What follows belongs to an exercise in optimizing a design on an open flow for small area; a production flow would make more cautious choices.
Function was checked by simulation only, so behaviour that the tests miss may differ from the original.
Power is estimated from default activity; no workload was simulated.

==> inputs of job 6763 <==
==> flow/design.v <==
`default_nettype none
package cpu_types_pkg;
  typedef logic [31:0] word_t;
  localparam int BTB_ENTRIES_DEFAULT  = 16;
  localparam int BTB_CTR_BITS_DEFAULT = 2;
endpackage
`default_nettype wire
`default_nettype none
module sat_counter #(
  parameter int WIDTH = 2
) (
  input  wire logic             CLK,
  input  wire logic             RST,
  input  wire logic             inc,
  input  wire logic             dec,
  input  wire logic             load,
  input  wire logic [WIDTH-1:0] load_val,
  output logic      [WIDTH-1:0] count
);
  localparam logic [WIDTH-1:0] c_max = '1;
  localparam logic [WIDTH-1:0] c_one = WIDTH'(1);
  logic [WIDTH-1:0] r_count;
  always_ff @(posedge CLK) begin
    if (RST) begin
      r_count <= '0;
    end else if (load) begin
      r_count <= load_val;
    end else if (inc) begin
      if (r_count != c_max) r_count <= r_count + c_one;
    end else if (dec) begin
      if (r_count != '0) r_count <= r_count - c_one;
    end
  end
  assign count = r_count;
endmodule
`default_nettype wire
`default_nettype none
module bp_aoi222 (
  input  wire logic a1, a2, b1, b2, c1, c2,
  output logic      y
);
  assign y = ~((a1 & a2) | (b1 & b2) | (c1 & c2));
endmodule
module bp_nand2 (
  input  wire logic a, b,
  output logic      y
);
  assign y = ~(a & b);
endmodule
module bp_nand3 (
  input  wire logic a, b, c,
  output logic      y
);
  assign y = ~(a & b & c);
endmodule
module bp_nor2 (
  input  wire logic a, b,
  output logic      y
);
  assign y = ~(a | b);
endmodule
module bp_hold (
  input  wire logic q, wn, d, w,
  output logic      y
);
  assign y = (q & wn) | (d & w);
endmodule
module bp_rd16 (
  input  wire logic [15:0] s,
  input  wire logic [15:0] d,
  output logic             yn
);
  logic [5:0] t;
  logic       g0, g1;
  for (genvar j = 0; j < 5; j++) begin : g_aoi
    bp_aoi222 u_aoi (
      .a1(s[3*j]),   .a2(d[3*j]),
      .b1(s[3*j+1]), .b2(d[3*j+1]),
      .c1(s[3*j+2]), .c2(d[3*j+2]),
      .y (t[j])
    );
  end
  bp_nand2 u_n15 (.a(s[15]), .b(d[15]), .y(t[5]));
  bp_nand3 u_g0  (.a(t[0]), .b(t[1]), .c(t[2]), .y(g0));
  bp_nand3 u_g1  (.a(t[3]), .b(t[4]), .c(t[5]), .y(g1));
  bp_nor2  u_o   (.a(g0), .b(g1), .y(yn));
endmodule
module branch_predictor (
  input  wire logic        CLK,
  input  wire logic        RST,
  input  logic [31:0]      pc,
  output logic             hit,
  output logic             pred_taken,
  output logic [31:0]      pred_target,
  input  wire logic        upd_en,
  input  logic [31:0]      upd_pc,
  input  wire logic        upd_taken,
  input  logic [31:0]      upd_target,
  input  wire logic        flush_tbl,
  output logic             mispredict,
  output logic [31:0]      upd_cnt,
  output logic [31:0]      miss_cnt
);
  logic [15:0] r_valid;
  logic [25:0] r_tag [16];
  logic [29:0] r_tgt [16];
  logic [1:0]  r_ctr [16];
  logic [31:0] r_upd_cnt;
  logic [31:0] r_miss_cnt;
  logic [15:0] c_tag  [26];
  logic [15:0] c_tgt  [30];
  logic [15:0] c_ctr  [2];
  always_comb begin
    for (int i = 0; i < 16; i++) begin
      for (int k = 0; k < 26; k++) c_tag[k][i] = r_tag[i][k];
      for (int k = 0; k < 30; k++) c_tgt[k][i] = r_tgt[i][k];
      for (int k = 0; k < 2;  k++) c_ctr[k][i] = r_ctr[i][k];
    end
  end
  logic [15:0] l_sel;
  logic        l_valid_n, l_dir_n;
  logic [25:0] l_tag_n;
  logic [29:0] l_tgt_n;
  logic        l_hit, l_taken;
  assign l_sel = 16'b1 << pc[5:2];
  bp_rd16 u_l_valid (.s(l_sel), .d(r_valid),  .yn(l_valid_n));
  bp_rd16 u_l_dir   (.s(l_sel), .d(c_ctr[1]), .yn(l_dir_n));
  for (genvar k = 0; k < 26; k++) begin : g_l_tag
    bp_rd16 u_rd (.s(l_sel), .d(c_tag[k]), .yn(l_tag_n[k]));
  end
  for (genvar k = 0; k < 30; k++) begin : g_l_tgt
    bp_rd16 u_rd (.s(l_sel), .d(c_tgt[k]), .yn(l_tgt_n[k]));
  end
  assign l_hit   = !l_valid_n && (l_tag_n == ~pc[31:6]);
  assign l_taken = l_hit && !l_dir_n;
  assign hit         = l_hit;
  assign pred_taken  = l_taken;
  assign pred_target = l_taken ? {~l_tgt_n, 2'b00} : pc + 32'd4;
  logic [15:0] u_sel;
  logic        u_valid_n;
  logic [1:0]  u_ctr_n;
  logic [25:0] u_tag_n;
  logic [29:0] u_tgt_n;
  logic        u_hit, u_taken;
  logic [1:0]  u_ctr;
  assign u_sel = 16'b1 << upd_pc[5:2];
  bp_rd16 u_u_valid (.s(u_sel), .d(r_valid),  .yn(u_valid_n));
  bp_rd16 u_u_ctr1  (.s(u_sel), .d(c_ctr[1]), .yn(u_ctr_n[1]));
  bp_rd16 u_u_ctr0  (.s(u_sel), .d(c_ctr[0]), .yn(u_ctr_n[0]));
  for (genvar k = 0; k < 26; k++) begin : g_u_tag
    bp_rd16 u_rd (.s(u_sel), .d(c_tag[k]), .yn(u_tag_n[k]));
  end
  for (genvar k = 0; k < 30; k++) begin : g_u_tgt
    bp_rd16 u_rd (.s(u_sel), .d(c_tgt[k]), .yn(u_tgt_n[k]));
  end
  assign u_ctr   = ~u_ctr_n;
  assign u_hit   = !u_valid_n && (u_tag_n == ~upd_pc[31:6]);
  assign u_taken = u_hit && u_ctr[1];
  assign mispredict = upd_en &&
                      (u_taken ? (!upd_taken || (u_tgt_n != ~upd_target[31:2]) ||
                                  (upd_target[1:0] != 2'b00))
                               : upd_taken);
  logic [1:0] u_ctr_new;
  always_comb begin
    if (!u_hit)             u_ctr_new = 2'b10;
    else if (upd_taken)     u_ctr_new = (u_ctr == 2'b11) ? 2'b11 : u_ctr + 2'b01;
    else                    u_ctr_new = (u_ctr == 2'b00) ? 2'b00 : u_ctr - 2'b01;
  end
  logic [15:0] w_dat, w_dat_n, w_ctr, w_ctr_n;
  assign w_dat   = {16{upd_en & upd_taken}} & u_sel;
  assign w_dat_n = ~w_dat;
  assign w_ctr   = {16{upd_en & (u_hit | upd_taken)}} & u_sel;
  assign w_ctr_n = ~w_ctr;
  logic [25:0] d_tag [16];
  logic [29:0] d_tgt [16];
  logic [1:0]  d_ctr [16];
  for (genvar i = 0; i < 16; i++) begin : g_ent
    for (genvar k = 0; k < 26; k++) begin : g_tag
      bp_hold u_h (.q(r_tag[i][k]), .wn(w_dat_n[i]), .d(upd_pc[k+6]), .w(w_dat[i]),
                   .y(d_tag[i][k]));
    end
    for (genvar k = 0; k < 30; k++) begin : g_tgt
      bp_hold u_h (.q(r_tgt[i][k]), .wn(w_dat_n[i]), .d(upd_target[k+2]), .w(w_dat[i]),
                   .y(d_tgt[i][k]));
    end
    for (genvar k = 0; k < 2; k++) begin : g_ctr
      bp_hold u_h (.q(r_ctr[i][k]), .wn(w_ctr_n[i]), .d(u_ctr_new[k]), .w(w_ctr[i]),
                   .y(d_ctr[i][k]));
    end
  end
  always_ff @(posedge CLK) begin
    for (int i = 0; i < 16; i++) begin
      r_tag[i] <= d_tag[i];
      r_tgt[i] <= d_tgt[i];
      r_ctr[i] <= d_ctr[i];
    end
  end
  always_ff @(posedge CLK) begin
    for (int i = 0; i < 16; i++) begin
      if (RST || flush_tbl)
        r_valid[i] <= 1'b0;
      else if (w_dat[i])
        r_valid[i] <= 1'b1;
    end
  end
  always_ff @(posedge CLK) begin
    if (RST) begin
      r_upd_cnt  <= '0;
      r_miss_cnt <= '0;
    end else begin
      if (upd_en && (r_upd_cnt != '1))      r_upd_cnt  <= r_upd_cnt + 32'd1;
      if (mispredict && (r_miss_cnt != '1)) r_miss_cnt <= r_miss_cnt + 32'd1;
    end
  end
  assign upd_cnt  = r_upd_cnt;
  assign miss_cnt = r_miss_cnt;
endmodule
`default_nettype wire
==> flow/flow/run.sh <==
#!/bin/bash
# Standard layout, with the port buffers made from the smallest plain buffer
# instead of the delay buffer the default choice picks.
set -euo pipefail
export BUFFER_PORTS_ARGS="-buffer_cell sky130_fd_sc_hd__buf_1"
bash standard.sh > standard.log 2>&1
==> flow/standard.sh <==
#!/bin/bash
# synth_recipe.tcl (not shown) runs the flow's synth.tcl, then flattens the netlist and writes it again
# the make line also repeats each setting of config.mk as NAME=value (left out here)
make -C /OpenROAD-flow-scripts/flow DESIGN_CONFIG=/design/flow/config.mk WORK_HOME=/design/flow/orfs CLKGATE_MAP_FILE= SYNTH_SCRIPT=/design/flow/synth_recipe.tcl "${@:-finish}"
==> flow/config.mk <==
export PLATFORM = sky130hd
export DESIGN_NAME = branch_predictor
export DESIGN_NICKNAME = branch_predictor
export VERILOG_FILES = /design/flow/design.v
export SDC_FILE = /design/flow/constraint.sdc
export NUM_CORES = 4
export LEC_CHECK = 0
export CAP_MARGIN = 0
export CORE_MARGIN = 2
export CORE_UTILIZATION = 50
export CTS_CLUSTER_DIAMETER = 80
export CTS_CLUSTER_SIZE = 30
export PLACE_DENSITY = 0.68
export SETUP_SLACK_MARGIN = 0.3
export SLEW_MARGIN = 0
export SYNTH_HIERARCHICAL = 1
==> flow/constraint.sdc <==
create_clock -name core_clock -period 8.0 [get_ports {CLK}]
set_input_delay 1.6000 -clock core_clock [delete_from_list [all_inputs] [get_ports {CLK}]]
set_output_delay 1.6000 -clock core_clock [all_outputs]
set_load 0.01 [all_outputs]
==> inputs of job 1405, as changes to job 6763 <==
==> flow/flow/run.sh (replaced) <==
#!/bin/bash
# Standard layout, with two changes: the port buffers are made from the
# smallest plain buffer instead of the delay buffer the default choice picks,
# and after global routing's repair the paths with spare slack are sized down.
set -euo pipefail
export BUFFER_PORTS_ARGS="-buffer_cell sky130_fd_sc_hd__buf_1"
export RECOVER_POWER=100
bash standard.sh > standard.log 2>&1
CORE_UTILIZATION = 55   (was 50)
PLACE_DENSITY = default   (was 0.68)
==> inputs of job 737, as changes to job 6763 <==
CORE_UTILIZATION = 60   (was 50)
PLACE_DENSITY = default   (was 0.68)
==> inputs of job 1344, as changes to job 6763 <==
CORE_UTILIZATION = 55   (was 50)
CTS_CLUSTER_DIAMETER = 70   (was 80)
CTS_CLUSTER_SIZE = 36   (was 30)
PLACE_DENSITY = default   (was 0.68)
==> comparison <==
Job 1344 produced a clean layout. Job 737 completed without violations. Job 6763 finished with timing, DRC and antenna clean. Job 1405 ran to the end with violations: max-capacitance violations, max-slew violations, negative setup slack. Maximum frequency, highest first: job 6763, job 1344, job 737, job 1405. Combinational power is about the same in job 6763 and job 1405. Clock skew, lowest first: job 737, job 1405, job 6763, job 1344. Of job 1344 and job 737, job 1344 has the higher clock power (gap about 8%, measured against job 737). In job 1344 the non-clock buffer count is higher than in job 737, by 10. Between job 6763 and job 1405, the lower count of clock-buffer cells in the layout is in job 6763 (gap 1).

[re-timing with driven ports]
How much do the figures lean on ideal ports? The routed layouts below were timed once more, with nothing changed but the port constraints.
Step 1 assumes that a clkbuf_16 drives the clock port and a buf_2 every other input.
Step 2 adds t to the input delays and takes it off the output delays; t is the mean of the earliest and latest rising clock arrival at the registers after step 1. Input paths then give back, and output paths get back, about the clock's delay inside the block.
Three values: no drivers, after step 1, after step 2; two values: the first two.
run | t, ns | setup slack, ns | worst hold slack (ns) | worst setup path after step 2 | worst data-port slew with drivers (ns)
job 6763 | 0.724 | 0.476 / 0.366 / 0.366 | 0.502 / 0.502 / 0.502 | input to output | 0.17
job 1405 | 0.722 | -0.257 / -0.283 / -1.005 | 0.500 / 0.500 / 0.500 | input to register | 0.18
job 737 | 0.722 | 0.302 / 0.268 / 0.268 | 0.498 / 0.498 / 0.498 | input to output | 0.14
job 1344 | 0.739 | 0.403 / 0.300 / 0.300 | 0.504 / 0.504 / 0.504 | input to output | 0.19
For job 1405, which loses most, drivers alone change the setup slack by -0.026 ns; drivers and shift together by -0.748 ns.
